What follows belongs to an exercise in optimizing a design on an open flow for small area and few clock cycles; a production flow would make more cautious choices. Function was checked by simulation only, so behaviour that the tests miss may differ from the original. Power is estimated from default activity; no workload was simulated.

File: constraint.sdc
create_clock -name core_clock -period 8.0 [get_ports {clk}]
set_input_delay 1.6000 -clock core_clock [delete_from_list [all_inputs] [get_ports {clk}]]
set_output_delay 1.6000 -clock core_clock [all_outputs]
set_load 0.01 [all_outputs]
File: run.sh
#!/bin/bash
# synth_recipe.tcl (not shown) runs the flow's synth.tcl, then flattens the netlist and writes it again
# the make line also repeats each setting of config.mk as NAME=value (left out here)
make -C /OpenROAD-flow-scripts/flow DESIGN_CONFIG=/design/flow/config.mk WORK_HOME=/design/flow/orfs CLKGATE_MAP_FILE= SYNTH_SCRIPT=/design/flow/synth_recipe.tcl finish
File: design.v
package ubsp_pkg;
  localparam logic [2:0] KIND_NAME  = 3'd0;
  localparam logic [2:0] KIND_BASE  = 3'd1;
  localparam logic [2:0] KIND_QUAL  = 3'd2;
  localparam logic [2:0] KIND_DONE  = 3'd3;
  localparam logic [2:0] KIND_END   = 3'd4;
  localparam logic [2:0] KIND_ERROR = 3'd5;
  localparam logic [2:0] T_NAME  = 3'd0;   
  localparam logic [2:0] T_BASE2 = 3'd1;   
  localparam logic [2:0] T_BASE1 = 3'd2;   
  localparam logic [2:0] T_QUAL  = 3'd3;   
  localparam logic [2:0] T_QDONE = 3'd4;   
  localparam logic [2:0] T_DONE  = 3'd5;   
  localparam logic [2:0] T_END   = 3'd6;
  localparam logic [2:0] T_ERROR = 3'd7;
endpackage
module ubsp_core (
  input  logic        clk,
  input  logic        rst_n,
  input  logic        take,
  input  logic [7:0]  b,
  input  logic        eos,
  output logic        push,
  output logic [2:0]  ptype,
  output logic [7:0]  pdata,
  output logic        hold_seq,    
  output logic [30:0] seq_len,
  output logic [3:0]  err_code
);
  localparam logic [3:0] PH_MAGIC = 4'd0, PH_HLEN = 4'd1, PH_TEXT = 4'd2, PH_NREF = 4'd3,
                         PH_RLNAME = 4'd4, PH_RNAME = 4'd5, PH_RLREF = 4'd6, PH_CORE = 4'd7,
                         PH_NAME = 4'd8, PH_BASE = 4'd9, PH_QUAL = 4'd10, PH_AUX = 4'd11,
                         PH_SKIP = 4'd12, PH_DONE = 4'd13, PH_ERROR = 4'd14;
  logic [3:0]  ph_r, ph_nxt;
  logic [5:0]  idx_r, idx_nxt;      
  logic [30:0] r_r, r_nxt;          
  logic [30:0] c_r, c_nxt;          
  logic [30:0] n_r, n_nxt;          
  logic        f_r, f_nxt;          
  logic        g_r, g_nxt;          
  logic [2:0]  k_r, k_nxt;          
  logic        wlast;               
  logic        wzero;               
  logic [30:0] r_dec;
  logic        r_fin;               
  logic [29:0] c_hdec;
  logic [30:0] c_dec;
  logic        c_one;
  logic        n_zero;
  logic [3:0]  ka, kl, kn, kh;      
  logic [35:0] nx;
  logic [31:0] rx;
  logic [7:0]  ks;
  logic [7:0]  mbyte;
  logic [3:0]  code;
  logic        core_end, bad;
  assign seq_len  = n_r;
  assign err_code = idx_r[3:0];
  assign hold_seq = (ph_r == PH_CORE) && (idx_r == 6'd20);
  always_comb begin
    ph_nxt = ph_r; idx_nxt = idx_r; r_nxt = r_r; c_nxt = c_r; n_nxt = n_r;
    f_nxt = f_r; g_nxt = g_r;
    push = 1'b0; ptype = ubsp_pkg::T_ERROR; pdata = b;
    code = 4'd0;
    wlast  = (idx_r[1:0] == 2'd3);
    wzero  = ({b, r_r[23:0]} == 32'd0);
    r_dec  = r_r - 31'd1;
    r_fin  = (r_r[30:4] == 27'd0) && (r_r[3:0] == {ph_r[3] || ph_r == PH_CORE, 3'b001});
    c_hdec = c_r[30:1] - 30'd1;
    c_dec  = c_r[0] ? {c_r[30:1], 1'b0} : {c_hdec, 1'b1};
    c_one  = (c_r == 31'd1);
    n_zero = (n_r == 31'd0);
    unique case (idx_r[1:0])
      2'd0:    mbyte = 8'h42;
      2'd1:    mbyte = 8'h41;
      2'd2:    mbyte = 8'h4d;
      default: mbyte = 8'h01;
    endcase
    rx = {1'b0, r_r};
    nx = {5'd0, n_r};
    ka = rx[4*idx_r[2:0] +: 4];
    kn = nx[4*idx_r[2:0] +: 4];
    kh = nx[4*idx_r[2:0] + 1 +: 4];
    kl = (idx_r[2:0] == 3'd0) ? c_r[3:0] : (idx_r[2:0] == 3'd1) ? c_r[7:4] : 4'd0;
    ks = 8'd60 + {4'd0, ka} + {5'd0, (idx_r[2:0] == 3'd0) ? 3'd4 : k_r} - {4'd0, kl} - {4'd0, kn}
         - {4'd0, kh} - ((idx_r[2:0] == 3'd0) ? {4'd0, 3'd6, n_r[0]} : 8'd0);
    k_nxt = idx_r[5] ? k_r : ks[6:4];
    core_end = (ph_r == PH_CORE) && (idx_r == 6'd35);
    bad      = f_r || !k_r[2];
    if (ph_r == PH_ERROR) begin
      push = 1'b1; ptype = ubsp_pkg::T_ERROR;
    end else if (ph_r == PH_DONE) begin
      push = 1'b1; ptype = ubsp_pkg::T_END;
    end else if (eos) begin
      push = 1'b1;
      unique case (ph_r)
        PH_MAGIC:           code = 4'd1;
        PH_HLEN:            code = 4'd3;
        PH_TEXT:            code = 4'd5;
        PH_NREF:            code = 4'd6;
        PH_RLNAME:          code = 4'd8;
        PH_RNAME, PH_RLREF: code = 4'd10;
        PH_CORE:            code = 4'd11;
        default:            code = 4'd13;
      endcase
      if (ph_r == PH_CORE && idx_r == 6'd0) begin
        ph_nxt = PH_DONE; ptype = ubsp_pkg::T_END;
      end else begin
        ph_nxt = PH_ERROR; idx_nxt = {2'd0, code};
      end
    end else begin
      unique case (ph_r)
        PH_MAGIC: begin
          idx_nxt = {4'd0, idx_r[1:0] + 2'd1};
          f_nxt = ((idx_r[1:0] != 2'd0) && f_r) || (b != mbyte);
          if (wlast) begin
            if (f_nxt) begin
              push = 1'b1; ph_nxt = PH_ERROR; idx_nxt = 6'd2;
            end else begin
              ph_nxt = PH_HLEN;
            end
          end
        end
        PH_HLEN, PH_NREF, PH_RLNAME: begin
          idx_nxt = {4'd0, idx_r[1:0] + 2'd1};
          r_nxt[8*idx_r[1:0] +: 8] = b;
          if (ph_r == PH_NREF) begin
            if (idx_r[1:0] == 2'd3) c_nxt[30:24] = b[6:0];
            else c_nxt[8*idx_r[1:0] +: 8] = b;
          end
          if (wlast) begin
            unique case (ph_r)
              PH_HLEN: begin
                if (b[7]) begin
                  push = 1'b1; ph_nxt = PH_ERROR; idx_nxt = 6'd4;
                end else begin
                  ph_nxt = wzero ? PH_NREF : PH_TEXT;
                end
              end
              PH_NREF: begin
                if (b[7]) begin
                  push = 1'b1; ph_nxt = PH_ERROR; idx_nxt = 6'd7;
                end else begin
                  ph_nxt = wzero ? PH_CORE : PH_RLNAME;
                end
              end
              default: begin
                if (b[7] || wzero) begin
                  push = 1'b1; ph_nxt = PH_ERROR; idx_nxt = 6'd9;
                end else begin
                  ph_nxt = PH_RNAME;
                end
              end
            endcase
          end
        end
        PH_TEXT, PH_RNAME: begin
          r_nxt = r_dec;
          if (r_fin) ph_nxt = (ph_r == PH_TEXT) ? PH_NREF : PH_RLREF;
        end
        PH_RLREF: begin
          idx_nxt = {4'd0, idx_r[1:0] + 2'd1};
          if (wlast) begin
            c_nxt = c_dec;
            ph_nxt = c_one ? PH_CORE : PH_RLNAME;
          end
        end
        PH_CORE: begin
          idx_nxt = idx_r + 6'd1;
          if (idx_r < 6'd4) begin
            r_nxt[8*idx_r[1:0] +: 8] = b;
            if (idx_r == 6'd3) g_nxt = b[7] || ({b, r_r[23:5]} == 27'd0);
          end else if (idx_r < 6'd24 || idx_r >= 6'd32) begin
            r_nxt = r_dec;
          end
          if (idx_r == 6'd4) f_nxt = (b != 8'hff);
          if (idx_r > 6'd4 && idx_r < 6'd12) f_nxt = f_r || (b != 8'hff);
          if (idx_r == 6'd16 || idx_r == 6'd17) f_nxt = f_r || (b != 8'h00);
          if (idx_r == 6'd18) f_nxt = f_r || !b[2];
          if (idx_r == 6'd12) c_nxt[7:0] = b;
          if (idx_r >= 6'd20 && idx_r < 6'd23) n_nxt[8*idx_r[1:0] +: 8] = b;
          if (idx_r == 6'd23) begin
            n_nxt[30:24] = b[6:0];
            g_nxt = g_r || b[7];
          end
          if (idx_r == 6'd35) begin
            idx_nxt = 6'd0;
            g_nxt = 1'b1;
            if (g_r) begin
              push = 1'b1; ph_nxt = PH_ERROR; idx_nxt = 6'd12;
            end else if (bad) begin
              idx_nxt = f_r ? 6'd14 : 6'd15;
              if (r_fin) begin
                push = 1'b1; ph_nxt = PH_ERROR;
              end else begin
                ph_nxt = PH_SKIP;
              end
            end else if (r_fin) begin
              push = 1'b1; ptype = ubsp_pkg::T_DONE; pdata = 8'd1;
            end else if (c_r[7:0] != 8'd0) begin
              ph_nxt = PH_NAME;
            end else if (!n_zero) begin
              ph_nxt = PH_BASE; c_nxt = n_r;
            end else begin
              ph_nxt = PH_AUX;
            end
          end
        end
        default: begin
          r_nxt = r_dec;
          unique case (ph_r)
            PH_NAME: begin
              c_nxt = c_dec;
              if (c_r[7:0] != 8'd1) begin
                push = 1'b1; ptype = ubsp_pkg::T_NAME;
              end else if (!n_zero) begin
                ph_nxt = PH_BASE; c_nxt = n_r;
              end else begin
                ph_nxt = PH_AUX;
              end
            end
            PH_BASE: begin
              push = 1'b1;
              ptype = c_one ? ubsp_pkg::T_BASE1 : ubsp_pkg::T_BASE2;
              c_nxt = {c_hdec, c_r[0]};
              if (c_r[30:2] == 29'd0 && !(c_r[1] && c_r[0])) begin
                ph_nxt = PH_QUAL; c_nxt = n_r;
              end
            end
            PH_QUAL: begin
              if (g_r) begin
                if (b == 8'hff) g_nxt = 1'b0;
                else begin push = 1'b1; ptype = ubsp_pkg::T_QUAL; end
              end
              c_nxt = c_dec;
              if (c_one) ph_nxt = PH_AUX;
            end
            default: ;
          endcase
          if (r_fin) begin
            ph_nxt = PH_CORE;
            if (ph_r == PH_SKIP) begin
              push = 1'b1; ptype = ubsp_pkg::T_ERROR; ph_nxt = PH_ERROR;
            end else if (push) begin
              ptype = ubsp_pkg::T_QDONE;
            end else begin
              push = 1'b1; ptype = ubsp_pkg::T_DONE; pdata = {7'd0, g_nxt};
            end
          end
        end
      endcase
    end
  end
  always_ff @(posedge clk) begin
    if (!rst_n) begin
      ph_r  <= PH_MAGIC;
      idx_r <= '0;
    end else if (take) begin
      ph_r  <= ph_nxt;
      idx_r <= idx_nxt;
    end
  end
  always_ff @(posedge clk) begin
    if (take) begin
      r_r <= r_nxt; c_r <= c_nxt; n_r <= n_nxt; k_r <= k_nxt;
      f_r <= f_nxt; g_r <= g_nxt;
    end
  end
endmodule
module unaligned_bam_stream_parser (
  input  logic        clk,
  input  logic        rst_n,
  input  logic        in_valid,
  output logic        in_stall,
  input  logic [7:0]  in_byte,
  input  logic        in_eos,
  output logic        out_valid,
  input  logic        out_stall,
  output logic [2:0]  out_kind,
  output logic [7:0]  out_char,
  output logic [30:0] out_seq_length,
  output logic        out_qual_ok,
  output logic [3:0]  out_error_code,
  output logic        out_last
);
  logic        take, push, hold_seq;
  logic [2:0]  ptype;
  logic [7:0]  pdata;
  logic [30:0] seq_len;
  logic [3:0]  err_code;
  logic        v_r;         
  logic [2:0]  ht;          
  logic [7:0]  hd;          
  logic        hf_r;        
  logic        pop, two, deq;
  logic [3:0]  nib;
  logic [7:0]  nt;
  ubsp_core u_core (
    .clk      (clk),
    .rst_n    (rst_n),
    .take     (take),
    .b        (in_byte),
    .eos      (in_eos),
    .push     (push),
    .ptype    (ptype),
    .pdata    (pdata),
    .hold_seq (hold_seq),
    .seq_len  (seq_len),
    .err_code (err_code)
  );
  assign out_valid = v_r;
  assign pop       = v_r && !out_stall;
  assign two       = (ht == ubsp_pkg::T_BASE2) || (ht == ubsp_pkg::T_QDONE);
  assign deq       = pop && (hf_r || !two);
  assign in_stall  = v_r && (!deq || hold_seq);
  assign take      = in_valid && !in_stall;
  always_comb begin
    nib = hf_r ? hd[3:0] : hd[7:4];
    unique case (nib)
      4'd1:    nt = "A";
      4'd2:    nt = "C";
      4'd4:    nt = "G";
      4'd8:    nt = "T";
      default: nt = "N";
    endcase
    out_kind       = ubsp_pkg::KIND_NAME;
    out_char       = 8'd0;
    out_seq_length = 31'd0;
    out_qual_ok    = 1'b0;
    out_error_code = 4'd0;
    out_last       = 1'b1;
    unique case (ht)
      ubsp_pkg::T_NAME: begin
        out_char = hd;
      end
      ubsp_pkg::T_BASE2, ubsp_pkg::T_BASE1: begin
        out_kind = ubsp_pkg::KIND_BASE; out_char = nt;
        out_last = hf_r || (ht == ubsp_pkg::T_BASE1);
      end
      ubsp_pkg::T_QUAL: begin
        out_kind = ubsp_pkg::KIND_QUAL; out_char = hd + 8'd33;
      end
      ubsp_pkg::T_QDONE: begin
        if (hf_r) begin
          out_kind = ubsp_pkg::KIND_DONE; out_seq_length = seq_len; out_qual_ok = 1'b1;
        end else begin
          out_kind = ubsp_pkg::KIND_QUAL; out_char = hd + 8'd33; out_last = 1'b0;
        end
      end
      ubsp_pkg::T_DONE: begin
        out_kind = ubsp_pkg::KIND_DONE; out_seq_length = seq_len; out_qual_ok = hd[0];
      end
      ubsp_pkg::T_END: begin
        out_kind = ubsp_pkg::KIND_END;
      end
      default: begin
        out_kind = ubsp_pkg::KIND_ERROR; out_error_code = err_code;
      end
    endcase
  end
  always_ff @(posedge clk) begin
    if (!rst_n) begin
      v_r  <= 1'b0;
      hf_r <= 1'b0;
    end else begin
      if (take) v_r <= push;
      else if (deq) v_r <= 1'b0;
      if (pop) hf_r <= two && !hf_r;
    end
  end
  always_ff @(posedge clk) begin
    if (take && push) {ht, hd} <= {ptype, pdata};
  end
endmodule
module ubsp_top (
  input  logic        clk,
  input  logic        rst_n,
  input  logic        in_valid,
  output logic        in_stall,
  input  logic [7:0]  in_byte,
  input  logic        in_eos,
  output logic        out_valid,
  input  logic        out_stall,
  output logic [2:0]  out_kind,
  output logic [7:0]  out_char,
  output logic [30:0] out_seq_length,
  output logic        out_qual_ok,
  output logic [3:0]  out_error_code,
  output logic        out_last
);
  unaligned_bam_stream_parser u_parser (
    .clk            (clk),
    .rst_n          (rst_n),
    .in_valid       (in_valid),
    .in_stall       (in_stall),
    .in_byte        (in_byte),
    .in_eos         (in_eos),
    .out_valid      (out_valid),
    .out_stall      (out_stall),
    .out_kind       (out_kind),
    .out_char       (out_char),
    .out_seq_length (out_seq_length),
    .out_qual_ok    (out_qual_ok),
    .out_error_code (out_error_code),
    .out_last       (out_last)
  );
endmodule
File: config.mk
export PLATFORM = sky130hd
export DESIGN_NAME = ubsp_top
export DESIGN_NICKNAME = ubsp_top
export VERILOG_FILES = /design/flow/design.v
export SDC_FILE = /design/flow/constraint.sdc
export NUM_CORES = 4
export LEC_CHECK = 0
export CAP_MARGIN = 20
export CORE_MARGIN = 2
export CORE_UTILIZATION = 40
export SLEW_MARGIN = 20
==> flow_summary.yaml, run 1 <==
pwr:
  ir_drop_mv: 0.214
  cellPowerDensity_nw_per_um2: 277
  p_sw_frac: 0.437
  leakage_uw: 0.00428
  power.clock.fraction: 0.224
  switchingPower_uw: 1580
  internal_power_uw: 2030
  power_frac_seq: 0.269
  power_frac_comb: 0.506
logic_synthesis:
  synth_edf_count: 109
  syn_avg_cell_area_um2: 8.05
  async_flop_share: 0
  syn_area_um2: 11500
  postSynthCellCount: 1428
  synthFlopType: "edfxtp_1"
  ys_types: 83
  yosys_warnings: 2
  ys_ff_latch: 125
  yosysSeqAreaShare: 0.313
  synth_fp_nets: 1476
worst_setup_path:
  reg2regPathDepth: 17
  slowest_delay_ps: 770
  r2r_start: "u_parser.u_core.idx_r[1]"
  start_kind: "flip-flop"
  r2r_setup_slack_ps: 3400
  critPathMaxFanout: 14
  r2r_end: "u_parser.u_core.k_r[1]"
  cp_data_required_time_ps: 6400
  critPathArrivalTime_ps: 3120
  crit_chain: "nand4bb_1 > nor3_1 > o21a_1 > clkdlybuf4s50_1"
  cp_slowest_cell: "nand4bb_1"
  crit_type: "reg2out"
  cp-end-kind: "output port"
routing:
  wire_per_inst_um: 25.3
  ant_nets: 0
  drc_errors: 0
  dr.first_iter.drc_count: 1802
  via_per_inst: 6.64
  via_count: 12200
  drt-total-wl_mm: 46.4
  drt_first_pass_iters: 7
global_routing:
  grt_pass1_wl_mm: 69.3
  antenna_found_initial: 0
  grt_pass1_vias: 11100
  grt_max_degree: 43
  grt_remaining_overflow: 0
  grt_use_total: 0.302
die:
  num_rows: 62
  initial_core_util: 0.404
  fp.dieH_um: 174
  die_area_um2: 30100
  die_w_um: 174
  core_area_um2: 28500
  io-pin-count: 63
timing:
  max_freq_ghz: 0.212
  slew_headroom: 0.292
  clock_skew_ps: 15.1
  grt_setup_unrepaired: "false"
  finalCriticalPeriod_ps: 4720
  setup_viol_count_final: 0
  worst_pin_slew_ps: 1060
  maxSlewViolCount: 0
  finalHoldViolCount: 0
  fin_crit_sh: 0.591
  setup_tns_ps: 0
cts:
  cts_hold_buf: 0
  htree_levels: 4
  path_clk_slew_ps: 50
  clock_latency_ps: 440
  root_buffer: "clkbuf_16"
  post-cts-setup-buffer-count: 0
  cts_buffers: 17
  cts_sinks: 125
  cts_tree: "done"
  cts_buffer_depth: 2
  ctsResizeCount: 0
placement:
  dp_hpwl_mm: 33.6
  dpl_cell_area_um2: 12500
  io_buffers: 62
  routabilityCongestion: 0.967
finish:
  final_cell_area_um2: 13100
  syn_to_final_growth_pct: 13.6
  seqCellArea_um2: 3590
  drive_gt1_frac: 0.0746
  nFillCells: 2848
  multiInputGateArea_um2: 7250
  finalNetCount: 1484
  diodes: 0
run:
  drv_cap: 0
hold_path:
  hp-class: "reg2reg"
  hold_path_end: "u_parser.u_core.idx_r[1]"
  hold_depth: 2
status:
  run_status: "no timing/DRC/antenna violations"
## logic make-up (layout without fill, tap and decap cells)
kind of cell               after synthesis  in the layout  share of synthesized area
muxes                                   36             36                     0.0478
adders and majority gates               35             35                     0.0459
xor gates and xnor gates                32             32                     0.0244
AOI/OAI and AO/OA                      452            452                      0.259
and+or+nand+nor                        567            567                      0.249
DFF                                    125            125                      0.313
buffers and inverters                  181            201                     0.0612
## worst max-delay path: cells and delay by family, from the launching register on
family / cells / cell delay, ps
AND/OR/NAND/NOR: 2 / 1330
flip-flops: 1 / 650
AO/OA/AOI/OAI: 1 / 170
buffers and inverters: 1 / 540
## cell type report
type | instances | area share
tap | 384 | 0.0368
timing repair buffer | 97 | 0.0676
sequential | 125 | 0.275
inverter | 73 | 0.0210
clock buffer | 21 | 0.0337
clock inverter | 10 | 0.0108
multi-input combinational | 1122 | 0.555
## metal layers
layer | vias up | part of all wire | GRT usage
li1 | 5432 | - | -
met1 | 5810 | 0.41 | 0.421
met2 | 800 | 0.44 | 0.455
met3 | 122 | 0.11 | 0.0618
met4 | 0 | 0.039 | 0.127
met5 | - | 0 | 0
## worst max-delay path by stage
stage                                  start  slack (ps)                     end  cells past startpoint
floorplan                          out_stall        2860  u_parser.u_core.r_r[0]                      5
global placement                  in_byte[5]        3260          u_parser.hd[2]                      8
detailed placement                in_byte[4]        3120          u_parser.hd[2]                      8
CTS                                out_stall        3350                in_stall                      5
global route        u_parser.u_core.idx_r[1]        3090  u_parser.u_core.k_r[1]                     17
finish              u_parser.u_core.idx_r[4]        3280                in_stall                      4
## cells in the mapped netlist, drive strengths merged (15+ instances only)
master | count | area [um2]
a221oi | 18 | 164
nor2 | 117 | 439
xnor2 | 23 | 201
nand2 | 139 | 522
a31oi | 15 | 93.8
o21ai | 130 | 651
nand2b | 15 | 93.8
or3 | 24 | 150
ha | 23 | 288
edfxtp | 109 | 3270
and2 | 25 | 156
and3 | 15 | 93.8
clkbuf | 94 | 353
nor3 | 74 | 370
a21oi | 104 | 521
nor2b | 29 | 181
nor4 | 35 | 262
inv | 71 | 267
o22ai | 15 | 93.8
o211ai | 15 | 113
nand3 | 47 | 235
o221ai | 25 | 219
dfxtp | 16 | 320
## sequential cells by signal, summed over array words and instances (netlist names), named ones only
signal	count
u_parser.u_core.f_r	1
u_parser.u_core.k_r	3
u_parser.hf_r	1
u_parser.u_core.idx_r	6
u_parser.ht	3
u_parser.u_core.n_r	31
u_parser.u_core.r_r	31
u_parser.u_core.c_r	31
u_parser.hd	8
u_parser.u_core.g_r	1
u_parser.u_core.ph_r	4
u_parser.v_r	1
## through the flow
stage,worst slack (ps),std cells,power (uW),util,hold WS (ps)
floorplan,2860,1428,2240,-,485
global placement,3260,1801,2750,0.438,553
detailed placement,3120,1801,2760,0.438,561
CTS,3350,1832,3570,0.459,575
global route,3090,1832,3840,0.459,599
finish,3280,1832,3610,0.459,575
## layout by cell type (no fill, tap or decap), types with 16 or more instances in the layout
cell type | synthesis | layout
xnor2_1 | 23 | 23
and2_1 | 24 | 24
clkdlybuf4s50_1 | 0 | 62
ha_1 | 23 | 23
o221ai_1 | 25 | 25
dfxtp_1 | 16 | 16
nor2b_1 | 29 | 29
buf_4 | 1 | 35
nor3_1 | 74 | 73
a21oi_1 | 104 | 103
o21ai_0 | 129 | 129
nand3_1 | 47 | 47
inv_1 | 70 | 70
nand2_1 | 139 | 139
nor4_1 | 31 | 30
edfxtp_1 | 109 | 109
a221oi_1 | 17 | 17
nor2_1 | 117 | 116
clkbuf_16 | 0 | 17
or3_1 | 24 | 24
## power groups by stage
stage / Combinational (uW) / Sequential [uW] / Clock [uW]
detailed placement: 1780 / 982 / 0
floorplan: 1310 / 936 / 0
finish: 1830 / 973 / 810
CTS: 1790 / 968 / 813
global route: 2020 / 982 / 837
global placement: 1770 / 980 / 0
Testbench counts, summed over its fixed seeds: cycles 366,472.
==> run 2: changes to the inputs <==
--- a/design.v
+++ b/design.v
@@ -70,12 +70,10 @@
     c_dec  = c_r[0] ? {c_r[30:1], 1'b0} : {c_hdec, 1'b1};
     c_one  = (c_r == 31'd1);
     n_zero = (n_r == 31'd0);
-    unique case (idx_r[1:0])
-      2'd0:    mbyte = 8'h42;
-      2'd1:    mbyte = 8'h41;
-      2'd2:    mbyte = 8'h4d;
-      default: mbyte = 8'h01;
-    endcase
+    mbyte = {7'd0, idx_r[1] & idx_r[0]}
+          | (idx_r[1:0] == 2'd0 ? 8'h42 : 8'h00)
+          | (idx_r[1:0] == 2'd1 ? 8'h41 : 8'h00)
+          | (idx_r[1:0] == 2'd2 ? 8'h4d : 8'h00);
     rx = {1'b0, r_r};
     nx = {5'd0, n_r};
     ka = rx[4*idx_r[2:0] +: 4];
@@ -93,16 +91,13 @@
       push = 1'b1; ptype = ubsp_pkg::T_END;
     end else if (eos) begin
       push = 1'b1;
-      unique case (ph_r)
-        PH_MAGIC:           code = 4'd1;
-        PH_HLEN:            code = 4'd3;
-        PH_TEXT:            code = 4'd5;
-        PH_NREF:            code = 4'd6;
-        PH_RLNAME:          code = 4'd8;
-        PH_RNAME, PH_RLREF: code = 4'd10;
-        PH_CORE:            code = 4'd11;
-        default:            code = 4'd13;
-      endcase
+      code = (ph_r == PH_MAGIC)                      ? 4'd1  :
+             (ph_r == PH_HLEN)                       ? 4'd3  :
+             (ph_r == PH_TEXT)                       ? 4'd5  :
+             (ph_r == PH_NREF)                       ? 4'd6  :
+             (ph_r == PH_RLNAME)                     ? 4'd8  :
+             (ph_r == PH_RNAME || ph_r == PH_RLREF)  ? 4'd10 :
+             (ph_r == PH_CORE)                       ? 4'd11 : 4'd13;
       if (ph_r == PH_CORE && idx_r == 6'd0) begin
         ph_nxt = PH_DONE; ptype = ubsp_pkg::T_END;
       end else begin
@@ -316,13 +311,7 @@
   assign take      = in_valid && !in_stall;
   always_comb begin
     nib = hf_r ? hd[3:0] : hd[7:4];
-    unique case (nib)
-      4'd1:    nt = "A";
-      4'd2:    nt = "C";
-      4'd4:    nt = "G";
-      4'd8:    nt = "T";
-      default: nt = "N";
-    endcase
+    nt = (nib == 4'd1) ? "A" : (nib == 4'd2) ? "C" : (nib == 4'd4) ? "G" : (nib == 4'd8) ? "T" : "N";
     out_kind       = ubsp_pkg::KIND_NAME;
     out_char       = 8'd0;
     out_seq_length = 31'd0;
==> flow/run.sh (new file) <==
#!/bin/bash
# The standard layout (standard.sh), with three changes:
#  - synthesis maps the combinational logic with an area-oriented ABC script
#    (flow/abc.script in place of ORFS's abc_speed.script); the synthesis
#    script, registers and everything after synthesis are ORFS's own;
#  - the port buffers that placement puts on every input and output are
#    sky130_fd_sc_hd__buf_1;
#  - clock tree synthesis uses clkbuf_8 and no dummy loads.
# Each tool's output is in the logs under orfs/logs; make's own output is in
# standard_flow.log.
set -euo pipefail
here=$(pwd)
rm -rf "$here/scripts_abc"
cp -r "$FLOW_HOME/scripts" "$here/scripts_abc"
cp "$here/flow/abc.script" "$here/scripts_abc/abc_speed.script"
bash "$here/standard.sh" SCRIPTS_DIR="$here/scripts_abc" \
  "BUFFER_PORTS_ARGS=-buffer_cell sky130_fd_sc_hd__buf_1" \
  "CTS_ARGS=-sink_clustering_enable -repair_clock_nets -buf_list sky130_fd_sc_hd__clkbuf_8 -dont_use_dummy_load" \
  finish > "$here/standard_flow.log" 2>&1
==> flow/abc.script (new file) <==
strash
ifraig
scorr
dc2
strash
&get -n
&deepsyn -T 60
&put
strash
&get -n
&dch -f
&nf -R 1000
&put
==> standard.sh (new file) <==
#!/bin/bash
# synth_recipe.tcl (not shown) runs the flow's synth.tcl, then flattens the netlist and writes it again
# the make line also repeats each setting of config.mk as NAME=value (left out here)
make -C /OpenROAD-flow-scripts/flow DESIGN_CONFIG=/design/flow/config.mk WORK_HOME=/design/flow/orfs CLKGATE_MAP_FILE= SYNTH_SCRIPT=/design/flow/synth_recipe.tcl "${@:-finish}"
--- a/config.mk
+++ b/config.mk
@@ -7,5 +7,7 @@
 export LEC_CHECK = 0
 export CAP_MARGIN = 20
 export CORE_MARGIN = 2
-export CORE_UTILIZATION = 40
+export CORE_UTILIZATION = 60
+export CTS_BUF_LIST = sky130_fd_sc_hd__clkbuf_8
+export PLACE_DENSITY = 0.7
 export SLEW_MARGIN = 20
removed: run.sh
==> flow_summary.yaml, run 2 <==
status:
  run_status: "no timing/DRC/antenna violations"
worst_setup_path:
  critPathArrivalTime_ps: 5430
  critPathMaxFanout: 14
  r2r_setup_slack_ps: 2790
  reg2regPathDepth: 16
  start_kind: "flip-flop"
  cp_data_required_time_ps: 8210
  cp-end-kind: "flip-flop"
  crit_type: "reg2reg"
  r2r_start: "u_parser.u_core.idx_r[0]"
  r2r_end: "u_parser.u_core.k_r[1]"
hold_path:
  hold_depth: 2
  hp-start: "u_parser.u_core.c_r[12]"
  hold_path_end: "u_parser.u_core.c_r[12]"
  hp-class: "reg2reg"
routing:
  drc_errors: 0
  drt_first_pass_iters: 7
  dr.first_iter.drc_count: 1366
  ant_nets: 0
  via_count: 9077
  drt-total-wl_mm: 29.7
  via_per_inst: 7.00
  wire_per_inst_um: 22.9
global_routing:
  antenna_found_initial: 0
  grt_pass1_vias: 8411
  grt_remaining_overflow: 0
  grt_max_degree: 32
  grt_pass1_wl_mm: 46.3
  grt_use_total: 0.377
logic_synthesis:
  ys_ff_latch: 121
  yosysSeqAreaShare: 0.399
  yosysTopAreaCellShare: 0.372
  ys_types: 58
  yosys_warnings: 2
  syn_avg_cell_area_um2: 8.64
  async_flop_share: 0
  postSynthCellCount: 1019
  synth_fp_nets: 1065
  synthFlopType: "edfxtp_1"
  syn_area_um2: 8810
  yosys-top-cells-area: "edfxtp_1 (37%), nand2_1 (6.1%), o21ai_0 (5.4%), nor2_1 (3.9%), nor3_1 (3.4%)"
  synth_edf_count: 109
  yosys-top-cells-count: "nand2_1 (144), edfxtp_1 (109), o21ai_0 (95)"
  synth_most_common_cell: "nand2_1"
  yosys.area.top_type: "edfxtp_1"
timing:
  finalCriticalPeriod_ps: 5210
  setup_viol_count_final: 0
  finalHoldViolCount: 0
  grt_setup_unrepaired: "false"
  max_freq_ghz: 0.192
  worst_pin_slew_ps: 947
  slew_headroom: 0.366
  clock_skew_ps: 31.3
  timing.hold.ws_ps: 588
  maxSlewViolCount: 0
  fin_crit_sh: 0.652
  setup_tns_ps: 0
run:
  drv_cap: 0
die:
  die_area_um2: 15700
  core_area_um2: 14400
  io-pin-count: 63
  num_rows: 44
  fp.dieH_um: 125
  initial_core_util: 0.611
  die_w_um: 125
cts:
  ctsResizeCount: 0
  root_buffer: "clkbuf_8"
  cts_hold_buf: 0
  cts_sinks: 121
  cts_buffers: 17
  cts_tree: "done"
  cts_buffer_depth: 2
  path_clk_slew_ps: 80
  clock_latency_ps: 450
  htree_levels: 4
  post-cts-setup-buffer-count: 0
pwr:
  leakage_uw: 0.00305
  power_frac_seq: 0.420
  switchingPower_uw: 730
  power.clock.fraction: 0.209
  ir_drop_mv: 0.156
  cellPowerDensity_nw_per_um2: 203
  power_frac_comb: 0.371
  p_sw_frac: 0.373
  internal_power_uw: 1230
finish:
  top_regs: "u_parser.u_core.c_r x31, u_parser.u_core.n_r x31, u_parser.u_core.r_r x31"
  diodes: 0
  final_common_cell: "nand2_1"
  drive_gt1_frac: 0.0341
  layout_common_cells: "nand2_1 (144), edfxtp_1 (109), o21ai_0 (94), nor2_1 (90), clkinv_1 (67)"
  syn_to_final_growth_pct: 9.43
  nFillCells: 1292
  finalNetCount: 1161
placement:
  io_buffers: 62
  routabilityCongestion: 1.03
  dp_hpwl_mm: 21.1
[run 2: cell types whose count changed in the layout (fill, tap and decap cells not counted), moves of 34 or more]
cell             delta
clkinv_1           +65
and2_0             +34
inv_1              -70
a21oi_1            -56
o21ai_0            -35
clkdlybuf4s50_1    -62
buf_1              +62
[run 2: worst max-delay path by stage]
stage	from	to	slack [ps]	depth (start not counted)
after detailed placement	u_parser.u_core.idx_r[0]	u_parser.u_core.k_r[1]	2820	16
final	u_parser.u_core.idx_r[0]	u_parser.u_core.k_r[1]	2790	16
after CTS	u_parser.u_core.idx_r[0]	u_parser.u_core.k_r[1]	2860	16
after global placement	u_parser.u_core.idx_r[0]	u_parser.u_core.k_r[1]	3000	16
after floorplan	u_parser.u_core.idx_r[0]	u_parser.u_core.k_r[1]	3480	16
after global routing	u_parser.u_core.idx_r[0]	u_parser.u_core.k_r[1]	2410	16
[run 2: through the flow]
| stage | instance area, um2 | std cells | total power, uW | setup slack, ps | util |
|---|---|---|---|---|---|
| 6_report | 9640 | 1297 | 1960 | 2790 | 0.668 |
| 5_1_grt | 9640 | 1297 | 2070 | 2410 | 0.668 |
| 4_1_cts | 9630 | 1297 | 1940 | 2860 | 0.668 |
| 3_5_place_dp | 9400 | 1280 | 1540 | 2820 | 0.651 |
| 3_3_place_gp | 9400 | 1280 | 1530 | 3000 | 0.651 |
| 2_1_floorplan | 8810 | 1019 | 1340 | 3480 | - |
[run 2: routing by layer]
layer	routed length [um]	up-vias	track usage
met5	0	-	0
met4	1340	0	0.180
met3	3520	124	0.0873
met2	13500	638	0.581
met1	11300	4237	0.505
li1	-	4078	-
[run 2: power groups by stage]
stage / combinational (uW) / sequential (uW) / clock (uW)
6_report: 726 / 823 / 408
4_1_cts: 714 / 819 / 407
2_1_floorplan: 524 / 814 / 0
3_5_place_dp: 708 / 832 / 0
3_3_place_gp: 695 / 831 / 0
5_1_grt: 816 / 826 / 431
[run 2: cell type report]
cell class / instances / area (um2) / share of cell area
clock buffers: 17 / 234 / 0.0243
multi-input cells: 831 / 5060 / 0.525
well taps: 184 / 230 / 0.0239
inverters: 67 / 251 / 0.0261
flip-flops and latches: 121 / 3510 / 0.365
repair buffers: 77 / 345 / 0.0358
[run 2: kinds of logic (layout without fill, tap and decap cells)]
| group | count (synthesis) | in the layout | share of synthesized area |
|---|---|---|---|
| AO/OA/AOI/OAI | 290 | 290 | 0.220 |
| XOR/XNOR | 32 | 32 | 0.0318 |
| adder cells (fa/ha/maj) | 33 | 33 | 0.0571 |
| buffers and inverters | 67 | 161 | 0.0286 |
| flip-flops | 121 | 121 | 0.399 |
| multiplexers | 5 | 5 | 0.00725 |
| AND/OR/NAND/NOR | 471 | 471 | 0.257 |
[run 2: worst max-delay path: stages, from the launching register on]
cell      delay [ps]
dfxtp_1          620
clkinv_1         380
nor2_1           820
a21oi_1          140
o21ai_0          110
o22a_1           210
clkinv_1         110
fa_1             520
clkinv_1         110
fa_1             520
fa_1             550
clkinv_1          60
ha_1             260
nor3b_1          240
o21a_1           190
o21a_1           140
nor2_1            50
Testbench counts of run 2, summed over its fixed seeds: cycles 366,472.
==> run 3: changes to the inputs <==
--- a/design.v
+++ b/design.v
@@ -7,12 +7,12 @@
   localparam logic [2:0] KIND_ERROR = 3'd5;
   localparam logic [2:0] T_NAME  = 3'd0;   
   localparam logic [2:0] T_BASE2 = 3'd1;   
-  localparam logic [2:0] T_BASE1 = 3'd2;   
-  localparam logic [2:0] T_QUAL  = 3'd3;   
-  localparam logic [2:0] T_QDONE = 3'd4;   
-  localparam logic [2:0] T_DONE  = 3'd5;   
-  localparam logic [2:0] T_END   = 3'd6;
-  localparam logic [2:0] T_ERROR = 3'd7;
+  localparam logic [2:0] T_QUAL  = 3'd2;   
+  localparam logic [2:0] T_DONE  = 3'd3;   
+  localparam logic [2:0] T_END   = 3'd4;
+  localparam logic [2:0] T_ERROR = 3'd5;
+  localparam logic [2:0] T_BASE1 = 3'd6;   
+  localparam logic [2:0] T_QDONE = 3'd7;   
 endpackage
 module ubsp_core (
   input  logic        clk,
@@ -46,7 +46,7 @@
   logic [29:0] c_hdec;
   logic [30:0] c_dec;
   logic        c_one;
-  logic        n_zero;
+  logic        c_zero;
   logic [3:0]  ka, kl, kn, kh;      
   logic [35:0] nx;
   logic [31:0] rx;
@@ -69,7 +69,7 @@
     c_hdec = c_r[30:1] - 30'd1;
     c_dec  = c_r[0] ? {c_r[30:1], 1'b0} : {c_hdec, 1'b1};
     c_one  = (c_r == 31'd1);
-    n_zero = (n_r == 31'd0);
+    c_zero = (c_r == 31'd0);
     mbyte = {7'd0, idx_r[1] & idx_r[0]}
           | (idx_r[1:0] == 2'd0 ? 8'h42 : 8'h00)
           | (idx_r[1:0] == 2'd1 ? 8'h41 : 8'h00)
@@ -194,10 +194,8 @@
               push = 1'b1; ptype = ubsp_pkg::T_DONE; pdata = 8'd1;
             end else if (c_r[7:0] != 8'd0) begin
               ph_nxt = PH_NAME;
-            end else if (!n_zero) begin
-              ph_nxt = PH_BASE; c_nxt = n_r;
             end else begin
-              ph_nxt = PH_AUX;
+              ph_nxt = PH_BASE; c_nxt = n_r;
             end
           end
         end
@@ -208,18 +206,18 @@
               c_nxt = c_dec;
               if (c_r[7:0] != 8'd1) begin
                 push = 1'b1; ptype = ubsp_pkg::T_NAME;
-              end else if (!n_zero) begin
-                ph_nxt = PH_BASE; c_nxt = n_r;
               end else begin
-                ph_nxt = PH_AUX;
+                ph_nxt = PH_BASE; c_nxt = n_r;
               end
             end
             PH_BASE: begin
-              push = 1'b1;
-              ptype = c_one ? ubsp_pkg::T_BASE1 : ubsp_pkg::T_BASE2;
-              c_nxt = {c_hdec, c_r[0]};
-              if (c_r[30:2] == 29'd0 && !(c_r[1] && c_r[0])) begin
-                ph_nxt = PH_QUAL; c_nxt = n_r;
+              if (!c_zero) begin
+                push = 1'b1;
+                ptype = c_one ? ubsp_pkg::T_BASE1 : ubsp_pkg::T_BASE2;
+                c_nxt = {c_hdec, c_r[0]};
+                if (c_r[30:2] == 29'd0 && !(c_r[1] && c_r[0])) begin
+                  ph_nxt = PH_QUAL; c_nxt = n_r;
+                end
               end
             end
             PH_QUAL: begin
@@ -307,52 +305,29 @@
   assign pop       = v_r && !out_stall;
   assign two       = (ht == ubsp_pkg::T_BASE2) || (ht == ubsp_pkg::T_QDONE);
   assign deq       = pop && (hf_r || !two);
-  assign in_stall  = v_r && (!deq || hold_seq);
+  assign in_stall  = v_r && ((!deq && push) || hold_seq);
   assign take      = in_valid && !in_stall;
+  logic is_base, is_qual, is_done;
   always_comb begin
     nib = hf_r ? hd[3:0] : hd[7:4];
     nt = (nib == 4'd1) ? "A" : (nib == 4'd2) ? "C" : (nib == 4'd4) ? "G" : (nib == 4'd8) ? "T" : "N";
-    out_kind       = ubsp_pkg::KIND_NAME;
-    out_char       = 8'd0;
-    out_seq_length = 31'd0;
-    out_qual_ok    = 1'b0;
-    out_error_code = 4'd0;
-    out_last       = 1'b1;
-    unique case (ht)
-      ubsp_pkg::T_NAME: begin
-        out_char = hd;
-      end
-      ubsp_pkg::T_BASE2, ubsp_pkg::T_BASE1: begin
-        out_kind = ubsp_pkg::KIND_BASE; out_char = nt;
-        out_last = hf_r || (ht == ubsp_pkg::T_BASE1);
-      end
-      ubsp_pkg::T_QUAL: begin
-        out_kind = ubsp_pkg::KIND_QUAL; out_char = hd + 8'd33;
-      end
-      ubsp_pkg::T_QDONE: begin
-        if (hf_r) begin
-          out_kind = ubsp_pkg::KIND_DONE; out_seq_length = seq_len; out_qual_ok = 1'b1;
-        end else begin
-          out_kind = ubsp_pkg::KIND_QUAL; out_char = hd + 8'd33; out_last = 1'b0;
-        end
-      end
-      ubsp_pkg::T_DONE: begin
-        out_kind = ubsp_pkg::KIND_DONE; out_seq_length = seq_len; out_qual_ok = hd[0];
-      end
-      ubsp_pkg::T_END: begin
-        out_kind = ubsp_pkg::KIND_END;
-      end
-      default: begin
-        out_kind = ubsp_pkg::KIND_ERROR; out_error_code = err_code;
-      end
-    endcase
+    is_base = (ht == ubsp_pkg::T_BASE2) || (ht == ubsp_pkg::T_BASE1);
+    is_qual = (ht == ubsp_pkg::T_QUAL) || (ht == ubsp_pkg::T_QDONE && !hf_r);
+    is_done = (ht == ubsp_pkg::T_DONE) || (ht == ubsp_pkg::T_QDONE && hf_r);
+    out_kind       = is_base ? ubsp_pkg::KIND_BASE : is_qual ? ubsp_pkg::KIND_QUAL :
+                     is_done ? ubsp_pkg::KIND_DONE : ht;
+    out_char       = (ht == ubsp_pkg::T_NAME) ? hd : is_base ? nt : is_qual ? hd + 8'd33 : 8'd0;
+    out_seq_length = is_done ? seq_len : 31'd0;
+    out_qual_ok    = is_done && (hd[0] || ht == ubsp_pkg::T_QDONE);
+    out_error_code = (ht == ubsp_pkg::T_ERROR) ? err_code : 4'd0;
+    out_last       = hf_r || !two;
   end
   always_ff @(posedge clk) begin
     if (!rst_n) begin
       v_r  <= 1'b0;
       hf_r <= 1'b0;
     end else begin
-      if (take) v_r <= push;
+      if (take && push) v_r <= 1'b1;
       else if (deq) v_r <= 1'b0;
       if (pop) hf_r <= two && !hf_r;
     end
--- a/config.mk
+++ b/config.mk
@@ -7,7 +7,6 @@
 export LEC_CHECK = 0
 export CAP_MARGIN = 20
 export CORE_MARGIN = 2
-export CORE_UTILIZATION = 60
-export CTS_BUF_LIST = sky130_fd_sc_hd__clkbuf_8
-export PLACE_DENSITY = 0.7
+export CORE_UTILIZATION = 50
+export PLACE_DENSITY = 0.65
 export SLEW_MARGIN = 20
==> flow_summary.yaml, run 3 <==
status:
  run_status: "no timing/DRC/antenna violations"
cts:
  htree_levels: 4
  clock_latency_ps: 450
  path_clk_slew_ps: 70
  cts_tree: "done"
  root_buffer: "clkbuf_8"
  cts_sinks: 121
  post-cts-setup-buffer-count: 0
  cts_buffers: 17
  cts_hold_buf: 0
  ctsResizeCount: 0
  cts_buffer_depth: 2
finish:
  layout_common_cells: "nand2_1 (142), edfxtp_1 (109), nor2_1 (93), o21ai_0 (92), buf_1 (62)"
  drive_gt1_frac: 0.0382
  final_common_cell: "nand2_1"
  syn_to_final_growth_pct: 10.5
  final_util: 0.563
  diodes: 0
  finalNetCount: 1148
  top_regs: "u_parser.u_core.c_r x31, u_parser.u_core.n_r x31, u_parser.u_core.r_r x31"
logic_synthesis:
  ys_ff_latch: 121
  yosys-top-cells-count: "nand2_1 (142), edfxtp_1 (109), nor2_1 (93)"
  synth-xor-area-share: 0.0339
  synth_top_family_by_area: "simple AND/OR/NAND/NOR gates"
  yosys_warnings: 2
  async_flop_share: 0
  postSynthCellCount: 1000
  synth-compound-area-share: 0.231
  muxShareOfSynthArea: 0.00855
  synth_fp_nets: 1047
  syn_area_um2: 8780
  syn_avg_cell_area_um2: 8.78
  synth_most_common_cell: "nand2_1"
  synth-adder-area-share: 0.0587
  synthFlopType: "edfxtp_1"
  yosys.area.top_type: "edfxtp_1"
  ys_types: 58
  synthSimpleGateAreaFrac: 0.244
  yosysTopAreaCellShare: 0.373
  yosysSeqAreaShare: 0.400
  synth_edf_count: 109
  yosys-top-cells-area: "edfxtp_1 (37%), nand2_1 (6.1%), o21ai_0 (5.2%), nor2_1 (4.0%), a21oi_1 (3.3%)"
routing:
  wire_per_inst_um: 23.2
  drt_first_pass_iters: 6
  wl_met3_mm: 3.21
  via_per_inst: 6.66
  wl_met2_mm: 13.6
  wl_met1_mm: 13.1
  via_count: 8816
  drt-total-wl_mm: 30.7
  dr.first_iter.drc_count: 1163
  ant_nets: 0
  top_layer: "met4"
  drc_errors: 0
hold_path:
  hold_path_end: "u_parser.u_core.c_r[23]"
  hp-start: "u_parser.u_core.c_r[23]"
  hp-class: "reg2reg"
  hold_depth: 2
timing:
  setup_tns_ps: 0
  grt_setup_unrepaired: "false"
  setup_viol_count_final: 0
  clock_skew_ps: 30.4
  finalHoldViolCount: 0
  maxSlewViolCount: 0
  slew_headroom: 0.336
  fin_crit_sh: 0.781
  finalWorstSetupSlack_ps: 1750
  worst_pin_slew_ps: 988
  max_freq_ghz: 0.160
  finalCriticalPeriod_ps: 6250
worst_setup_path:
  cp_slowest_cell: "ha_1"
  r2r_start: "u_parser.u_core.idx_r[0]"
  cp-end-kind: "output port"
  critical-path-top-delay-family: "adder cells"
  reg2regPathDepth: 15
  r2r_end: "u_parser.u_core.n_r[25]"
  timing.critical_path.buf_inv: 4
  crit_chain: "clkinv_1 > ha_1 > clkinv_1 > ha_1 > nand4b_1 > or3_1 > a21oi_1 > a41oi_1 > nand2_1 > and3_1 > nor2_1 > a31oi_1 > clkinv_1 > buf_1"
  start_kind: "flip-flop"
  critPathArrivalTime_ps: 4650
  critPathMaxFanout: 20
  r2r_setup_slack_ps: 2200
  cp_data_required_time_ps: 6400
  worst_path_most_repeated_cell: "clkinv_1"
  crit_type: "reg2out"
  slowest_delay_ps: 700
placement:
  dp_worst_setup_slack_ps: 2120
  io_buffers: 62
  dp_hpwl_mm: 22.5
  routabilityCongestion: 0.970
run:
  drv_cap: 0
global_routing:
  grt_max_degree: 33
  grt_remaining_overflow: 0
  grt_pass1_wl_mm: 47.1
  grt_pass1_vias: 7956
  antenna_found_initial: 0
  grt_use_total: 0.336
die:
  initial_core_util: 0.510
  die_w_um: 137
  num_rows: 48
  fp.dieH_um: 137
  die_area_um2: 18600
  core_area_um2: 17200
  io-pin-count: 63
pwr:
  leakage_uw: 0.00318
  ir_drop_mv: 0.367
  cellPowerDensity_nw_per_um2: 208
[run 3: cell count changes after synthesis, moves of 9 or more]
cell and change:
nor3_1 -25, clkinv_1 -13, nand3_1 -13, a21oi_1 +11, xnor2_1 +11, xor2_1 -9
[run 3: worst max path at each step]
stage                                         from                endpoint  cells past startpoint
after floorplan                         in_byte[0]  u_parser.u_core.n_r[0]                     12
after global placement                  in_byte[3]                in_stall                     13
after detailed placement                in_byte[3]                in_stall                     14
after CTS                 u_parser.u_core.idx_r[0]                in_stall                     14
after global routing      u_parser.u_core.idx_r[0]                in_stall                     14
final                     u_parser.u_core.idx_r[0]                in_stall                     14
[run 3: layer usage]
metal  vias to the layer above  GRT usage
li1                       4022          -
met1                      4165      0.496
met2                       564      0.509
met3                        65     0.0626
met4                         0     0.0897
met5                         -          0
[run 3: where the power goes]
part           switching, uW  internal, uW  leakage, uW  total, uW
clock network            223           187     0.000122        410
logic                    482           300      0.00197        782
registers               60.5           769      0.00108        830
[run 3: logic make-up after synthesis]
kind of cell             after synthesis
adder cells (fa/ha/maj)               34
AO/OA/AOI/OAI                        307
flip-flops                           121
XOR/XNOR                              34
buffers and inverters                 54
multiplexers                           6
AND/OR/NAND/NOR                      444
[run 3: through the flow]
| step | instances | instance area [um2] | hold WS [ps] | total power (uW) |
|---|---|---|---|---|
| detailed placement | 1307 | 9480 | 544 | 1620 |
| global placement | 1307 | 9470 | 542 | 1600 |
| finish | 1324 | 9710 | 570 | 2020 |
| floorplan | 1000 | 8780 | 520 | 1370 |
| CTS | 1324 | 9710 | 560 | 2020 |
| global route | 1324 | 9710 | 593 | 2170 |
[run 3: cell type report]
class,count,area [um2]
repair buffers,82,383
multi-input cells,825,5090
inverters,54,203
well taps,225,282
flip-flops and latches,121,3510
fillers,1580,7530
clock buffers,17,234
[run 3: tightest hold or removal path, stage by stage, from the launching register on]
cell and delay, ps:
edfxtp_1 360, nand2_1 60, nand2_1 50
Testbench counts of run 3, summed over its fixed seeds: cycles 365,892.
==> run 4: changes to the inputs <==
--- a/design.v
+++ b/design.v
@@ -35,10 +35,10 @@
   logic [5:0]  idx_r, idx_nxt;      
   logic [30:0] r_r, r_nxt;          
   logic [30:0] c_r, c_nxt;          
+  logic        f_r;                 
+  logic [2:0]  k_r;                 
   logic [30:0] n_r, n_nxt;          
-  logic        f_r, f_nxt;          
   logic        g_r, g_nxt;          
-  logic [2:0]  k_r, k_nxt;          
   logic        wlast;               
   logic        wzero;               
   logic [30:0] r_dec;
@@ -59,7 +59,9 @@
   assign hold_seq = (ph_r == PH_CORE) && (idx_r == 6'd20);
   always_comb begin
     ph_nxt = ph_r; idx_nxt = idx_r; r_nxt = r_r; c_nxt = c_r; n_nxt = n_r;
-    f_nxt = f_r; g_nxt = g_r;
+    g_nxt = g_r;
+    f_r = c_r[11];
+    k_r = c_r[10:8];
     push = 1'b0; ptype = ubsp_pkg::T_ERROR; pdata = b;
     code = 4'd0;
     wlast  = (idx_r[1:0] == 2'd3);
@@ -82,7 +84,6 @@
     kl = (idx_r[2:0] == 3'd0) ? c_r[3:0] : (idx_r[2:0] == 3'd1) ? c_r[7:4] : 4'd0;
     ks = 8'd60 + {4'd0, ka} + {5'd0, (idx_r[2:0] == 3'd0) ? 3'd4 : k_r} - {4'd0, kl} - {4'd0, kn}
          - {4'd0, kh} - ((idx_r[2:0] == 3'd0) ? {4'd0, 3'd6, n_r[0]} : 8'd0);
-    k_nxt = idx_r[5] ? k_r : ks[6:4];
     core_end = (ph_r == PH_CORE) && (idx_r == 6'd35);
     bad      = f_r || !k_r[2];
     if (ph_r == PH_ERROR) begin
@@ -107,9 +108,9 @@
       unique case (ph_r)
         PH_MAGIC: begin
           idx_nxt = {4'd0, idx_r[1:0] + 2'd1};
-          f_nxt = ((idx_r[1:0] != 2'd0) && f_r) || (b != mbyte);
+          c_nxt[11] = ((idx_r[1:0] != 2'd0) && f_r) || (b != mbyte);
           if (wlast) begin
-            if (f_nxt) begin
+            if (c_nxt[11]) begin
               push = 1'b1; ph_nxt = PH_ERROR; idx_nxt = 6'd2;
             end else begin
               ph_nxt = PH_HLEN;
@@ -168,11 +169,12 @@
           end else if (idx_r < 6'd24 || idx_r >= 6'd32) begin
             r_nxt = r_dec;
           end
-          if (idx_r == 6'd4) f_nxt = (b != 8'hff);
-          if (idx_r > 6'd4 && idx_r < 6'd12) f_nxt = f_r || (b != 8'hff);
-          if (idx_r == 6'd16 || idx_r == 6'd17) f_nxt = f_r || (b != 8'h00);
-          if (idx_r == 6'd18) f_nxt = f_r || !b[2];
+          if (idx_r == 6'd4) c_nxt[11] = (b != 8'hff);
+          if (idx_r > 6'd4 && idx_r < 6'd12) c_nxt[11] = f_r || (b != 8'hff);
+          if (idx_r == 6'd16 || idx_r == 6'd17) c_nxt[11] = f_r || (b != 8'h00);
+          if (idx_r == 6'd18) c_nxt[11] = f_r || !b[2];
           if (idx_r == 6'd12) c_nxt[7:0] = b;
+          if (!idx_r[5]) c_nxt[10:8] = ks[6:4];
           if (idx_r >= 6'd20 && idx_r < 6'd23) n_nxt[8*idx_r[1:0] +: 8] = b;
           if (idx_r == 6'd23) begin
             n_nxt[30:24] = b[6:0];
@@ -255,8 +257,7 @@
   end
   always_ff @(posedge clk) begin
     if (take) begin
-      r_r <= r_nxt; c_r <= c_nxt; n_r <= n_nxt; k_r <= k_nxt;
-      f_r <= f_nxt; g_r <= g_nxt;
+      r_r <= r_nxt; c_r <= c_nxt; n_r <= n_nxt; g_r <= g_nxt;
     end
   end
 endmodule
--- a/config.mk
+++ b/config.mk
@@ -7,6 +7,6 @@
 export LEC_CHECK = 0
 export CAP_MARGIN = 20
 export CORE_MARGIN = 2
-export CORE_UTILIZATION = 50
-export PLACE_DENSITY = 0.65
+export CORE_UTILIZATION = 60
+export PLACE_DENSITY = 0.7
 export SLEW_MARGIN = 20
==> flow_summary.yaml, run 4 <==
cts:
  post-cts-setup-buffer-count: 0
  cts_hold_buf: 0
  htree_levels: 4
  root_buffer: "clkbuf_8"
  path_clk_slew_ps: 80
  cts_buffer_depth: 2
  cts_tree: "done"
  ctsResizeCount: 0
  cts_sinks: 117
  clock_latency_ps: 470
  cts_buffers: 17
worst_setup_path:
  cp_data_required_time_ps: 8080
  worst_path_most_repeated_cell: "nor4_1"
  crit_type: "reg2reg"
  slowest_delay_ps: 860
  cp_slowest_cell: "nor2_1"
  start_kind: "flip-flop"
  cp-end-kind: "flip-flop"
  critPathMaxFanout: 12
  critPathArrivalTime_ps: 6900
  crit_chain: "or4_1 > nor4_1 > nand4b_1 > nor2_1 > nand3_1 > or3_1 > nor4_1 > nor3_1 > nor4_1 > o221ai_1 > or2_0 > nor4_1 > o21ai_0 > nor2_1"
pwr:
  power_uw: 1980
  ir_drop_mv: 0.137
  cellPowerDensity_nw_per_um2: 209
  leakage_uw: 0.00311
global_routing:
  grt_remaining_overflow: 0
  grt_max_degree: 33
  grt_pass1_vias: 8001
  antenna_found_initial: 0
  grt_pass1_wl_mm: 44.7
  grt_use_total: 0.395
routing:
  wl_met1_mm: 11.5
  wire_per_inst_um: 23.5
  ant_nets: 0
  wl_met3_mm: 4.08
  drt-total-wl_mm: 29.7
  via_per_inst: 6.97
  wl_met2_mm: 12.8
  dr.first_iter.drc_count: 1476
  via_count: 8808
  drc_errors: 0
  top_layer: "met4"
  drt_first_pass_iters: 9
timing:
  finalCriticalPeriod_ps: 6830
  max_freq_ghz: 0.147
  fin_crit_sh: 0.853
  grt_setup_unrepaired: "false"
  setup_viol_count_final: 0
  worst_pin_slew_ps: 1160
  maxSlewViolCount: 0
  slew_headroom: 0.230
  setup_tns_ps: 0
  clock_skew_ps: 32.9
  finalHoldViolCount: 0
finish:
  seqCellArea_um2: 3390
  multiInputGateArea_um2: 5020
  finalNetCount: 1131
  diodes: 0
  top_regs: "u_parser.u_core.c_r x31, u_parser.u_core.n_r x31, u_parser.u_core.r_r x31"
  final_common_cell: "nand2_1"
  syn_to_final_growth_pct: 9.78
  layout_common_cells: "nand2_1 (151), edfxtp_1 (105), nor2_1 (88), o21ai_0 (79), buf_1 (62)"
  nFillCells: 1219
  drive_gt1_frac: 0.0360
placement:
  dp_hpwl_mm: 21.4
  routabilityCongestion: 1.03
  io_buffers: 62
logic_synthesis:
  synthFlopType: "edfxtp_1"
  syn_area_um2: 8600
  ys_types: 57
  synth_edf_count: 105
  synth_fp_nets: 1033
  yosys_warnings: 2
  ys_ff_latch: 117
  async_flop_share: 0
  postSynthCellCount: 988
  syn_avg_cell_area_um2: 8.70
  yosysSeqAreaShare: 0.395
  yosysTopAreaCellShare: 0.367
  yosys-top-cells-area: "edfxtp_1 (37%), nand2_1 (6.6%), o21ai_0 (4.6%), nor2_1 (3.8%), a21oi_1 (3.4%)"
  yosys-top-cells-count: "nand2_1 (151), edfxtp_1 (105), nor2_1 (88)"
  yosys.area.top_type: "edfxtp_1"
  synth_most_common_cell: "nand2_1"
die:
  fp.dieH_um: 124
  die_w_um: 124
  core_area_um2: 13900
  initial_core_util: 0.617
  num_rows: 43
  io-pin-count: 63
  die_area_um2: 15300
status:
  run_status: "no timing/DRC/antenna violations"
run:
  drv_cap: 0
hold_path:
  hp-class: "reg2reg"
run 4: worst max-delay path, delay by kind of cell (launching register included):
kind | cells | cell delay, ps
and+or+nand+nor | 12 | 5320
AOI/OAI and AO/OA | 2 | 660
DFF | 1 | 430
run 4: per-stage QoR:
step                 util  cell area, um2  setup WS (ps)  hold slack [ps]  instances
finish              0.677            9440           1170              569       1264
global route        0.677            9440            691              622       1264
global placement    0.660            9200           1470              548       1247
CTS                 0.677            9430           1380              564       1264
detailed placement  0.660            9200           1430              555       1247
floorplan               -            8600           1710              508        988
run 4: power breakdown:
group,internal (uW),switching (uW)
Sequential,719,58.3
Combinational,299,495
Clock,186,219
run 4: kinds of logic after synthesis:
family / after synthesis / synth area share
multiplexers: 7 / 0.00990
flip-flops: 117 / 0.395
AO/OA/AOI/OAI: 295 / 0.230
buffers and inverters: 55 / 0.0240
XOR/XNOR: 32 / 0.0326
AND/OR/NAND/NOR: 450 / 0.252
adder cells (fa/ha/maj): 32 / 0.0571
run 4: layout make-up:
type | instances | share of cell area
clock buffer | 17 | 0.0248
timing repair buffer | 79 | 0.0382
multi-input combinational | 816 | 0.532
tap | 180 | 0.0239
sequential | 117 | 0.360
inverter | 55 | 0.0219
run 4: metal layers:
| layer | GRT usage | up-vias |
|---|---|---|
| met5 | 0 | - |
| met4 | 0.167 | 0 |
| met3 | 0.123 | 113 |
| met2 | 0.582 | 695 |
| met1 | 0.540 | 4049 |
| li1 | - | 3951 |
run 4: worst paths after layout:
kind	start	endpoint	slack, ps	depth (start not counted)
worst max-delay path	u_parser.u_core.c_r[18]	u_parser.u_core.c_r[15]	1170	14
worst min register to register	u_parser.u_core.c_r[13]	u_parser.u_core.c_r[13]	570	2
worst max register to register	u_parser.u_core.c_r[18]	u_parser.u_core.c_r[15]	1170	14
worst min-delay path	u_parser.u_core.c_r[13]	u_parser.u_core.c_r[13]	570	2
Testbench counts of run 4, summed over its fixed seeds: cycles 365,892.
==> run 5: changes to the inputs <==
==> flow/abc.script (replaced) <==
strash
ifraig
scorr
dc2
strash
&get -n
&deepsyn -T 150
&put
strash
&get -n
&dch -f
&nf -R 1000
&put
==> flow_summary.yaml, run 5 <==
status:
  run_status: "no timing/DRC/antenna violations"
routing:
  via_per_inst: 7.07
  ant_nets: 0
  drc_errors: 0
  wire_per_inst_um: 23.6
  via_count: 8835
  drt-total-wl_mm: 29.5
  dr.first_iter.drc_count: 1440
  drt_first_pass_iters: 9
timing:
  slew_headroom: 0.242
  fin_crit_sh: 0.862
  setup_tns_ps: 0
  worst_pin_slew_ps: 1130
  clock_skew_ps: 31.0
  max_freq_ghz: 0.145
  finalCriticalPeriod_ps: 6890
  maxSlewViolCount: 0
  finalHoldViolCount: 0
  setup_viol_count_final: 0
  grt_setup_unrepaired: "false"
global_routing:
  grt_use_total: 0.396
  grt_pass1_wl_mm: 44.6
  grt_remaining_overflow: 0
  grt_pass1_vias: 7787
  antenna_found_initial: 0
  grt_max_degree: 36
worst_setup_path:
  startpoint: "u_parser.u_core.c_r[18]"
  slowest_delay_ps: 640
  critPathMaxFanout: 4
  crit_type: "reg2out"
  cp-end-kind: "output port"
  critical-path-top-delay-family: "simple AND/OR/NAND/NOR gates"
  critPathArrivalTime_ps: 5290
  start_kind: "flip-flop"
  cp_slowest_cell: "o311ai_0"
  crit_chain: "or3_1 > or3_1 > nor2_1 > or4b_1 > or2_0 > or4_1 > or4_1 > o311ai_0 > nor2_1 > or2_0 > a31oi_1 > clkinv_1 > buf_1"
  cp_data_required_time_ps: 6400
  timing.critical_path.buf_inv: 2
  r2r_start: "u_parser.u_core.c_r[18]"
logic_synthesis:
  async_flop_share: 0
  yosysSeqAreaShare: 0.397
  yosys-top-cells-count: "nand2_1 (121), edfxtp_1 (105), nor2_1 (89)"
  synth_edf_count: 105
  ys_types: 56
  ys_ff_latch: 117
  yosys.area.top_type: "edfxtp_1"
  syn_area_um2: 8550
  postSynthCellCount: 970
  yosys-top-cells-area: "edfxtp_1 (37%), nand2_1 (5.3%), o21ai_0 (4.4%), nor2_1 (3.9%), nor3_1 (3.5%)"
  yosys_warnings: 2
  synthFlopType: "edfxtp_1"
  syn_avg_cell_area_um2: 8.82
  yosysTopAreaCellShare: 0.369
  synth_fp_nets: 1015
  synth_most_common_cell: "nand2_1"
die:
  fp.dieH_um: 123
  die_area_um2: 15200
  num_rows: 43
  die_w_um: 123
  io-pin-count: 63
  core_area_um2: 13900
  initial_core_util: 0.616
finish:
  stdcell_count: 1249
  top_regs: "u_parser.u_core.c_r x31, u_parser.u_core.n_r x31, u_parser.u_core.r_r x31"
  seqCellArea_um2: 3390
  syn_to_final_growth_pct: 10.2
  final_common_cell: "nand2_1"
  nFillCells: 1165
  drive_gt1_frac: 0.0402
  multiInputGateArea_um2: 4980
  layout_common_cells: "nand2_1 (121), edfxtp_1 (105), nor2_1 (89), o21ai_0 (75), buf_1 (62)"
  diodes: 0
  finalNetCount: 1116
hold_path:
  hp-class: "reg2reg"
  hp-start: "u_parser.u_core.idx_r[3]"
cts:
  path_clk_slew_ps: 70
  cts_buffer_depth: 2
  cts_tree: "done"
  ctsResizeCount: 0
  cts_hold_buf: 0
  clock_latency_ps: 470
  cts_sinks: 117
  htree_levels: 4
  post-cts-setup-buffer-count: 0
  root_buffer: "clkbuf_8"
  cts_buffers: 17
placement:
  routabilityCongestion: 1.01
  dp_hpwl_mm: 21.0
  io_buffers: 62
  dp.cells: 1232
run:
  drv_cap: 0
pwr:
  ir_drop_mv: 0.157
  cellPowerDensity_nw_per_um2: 201
  leakage_uw: 0.00308
run 5: per-stage QoR:
step | utilization | hold slack (ps) | instance area, um2 | total power (uW) | worst slack (ps)
finish | 0.679 | 621 | 9420 | 1890 | 1110
global route | 0.679 | 643 | 9420 | 2010 | 842
CTS | 0.678 | 609 | 9420 | 1870 | 1180
detailed placement | 0.661 | 599 | 9180 | 1490 | 1550
global placement | 0.661 | 588 | 9180 | 1480 | 1760
floorplan | - | 520 | 8550 | 1270 | 1080
run 5: per-layer routing:
| layer | wire (um) | vias to the layer above | global-route usage |
|---|---|---|---|
| li1 | - | 3939 | - |
| met4 | 1340 | 0 | 0.156 |
| met1 | 11300 | 4095 | 0.537 |
| met3 | 4070 | 120 | 0.128 |
| met5 | 0 | - | 0 |
| met2 | 12900 | 681 | 0.590 |
run 5: power by group:
group | total, uW | switching [uW] | internal [uW]
logic | 736 | 460 | 276
registers | 763 | 46.8 | 716
clock network | 396 | 210 | 186
total | 1890 | 717 | 1180
run 5: layout make-up:
| cell class | instances | area share |
|---|---|---|
| timing repair buffer | 82 | 0.0406 |
| clock buffer | 17 | 0.0248 |
| sequential | 117 | 0.360 |
| tap | 180 | 0.0239 |
| inverter | 55 | 0.0219 |
| multi-input combinational | 798 | 0.529 |
run 5: cell families after synthesis:
logic type               after synthesis  share of synthesized area
AO/OA/AOI/OAI                        297                      0.234
XOR/XNOR                              34                     0.0348
AND/OR/NAND/NOR                      428                      0.243
multiplexers                           7                    0.00980
buffers and inverters                 55                     0.0241
flip-flops                           117                      0.397
adder cells (fa/ha/maj)               32                     0.0573
run 5: worst paths after layout:
| check | to | slack [ps] | cells past startpoint |
|---|---|---|---|
| hold / removal | u_parser.u_core.idx_r[3] | 620 | 2 |
| hold reg to reg | u_parser.u_core.idx_r[3] | 620 | 2 |
| setup reg to reg | u_parser.u_core.c_r[13] | 1400 | 15 |
| setup / recovery | in_stall | 1110 | 13 |
run 5: worst reg2reg max path: cells and delay by family (launching register included):
family	cells	cell delay, ps
and+or+nand+nor	12	4550
AOI/OAI and AO/OA	3	1250
DFF	1	400

==> separate check: timing with driven ports <==
The flow's constraints put no driver on any port. The routed layouts listed below were extracted and timed again, unchanged, in two steps. Step 1 sets driving cells, clkbuf_16 on the clock port and buf_2 on the other inputs (assumed; they add their load-dependent delay and slew). Step 2 also shifts input and output timing later by t, the mid clock arrival at the registers, as if the neighbouring blocks saw the same clock. Slacks: ideal / step 1 / step 2; pairs: ideal / step 1.
run	t (ns)	setup slack, ns	worst hold slack (ns)	cell pins on the clock port's net
run 1	0.487	3.275 / 3.223 / 3.088	0.575 / 0.575 / 0.575	1
run 2	0.476	2.786 / 2.786 / 2.786	0.588 / 0.588 / 0.588	1
run 3	0.475	1.750 / 1.710 / 1.951	0.570 / 0.570 / 0.570	1
run 4	0.493	1.174 / 1.174 / 1.131	0.569 / 0.569 / 0.569	1
run 5	0.486	1.106 / 1.069 / 1.396	0.621 / 0.621 / 0.621	1
After both steps every run listed still meets setup and hold. The setup slack of run 1, which loses most, moves by -0.052 ns with the drivers and by -0.187 ns with both steps.
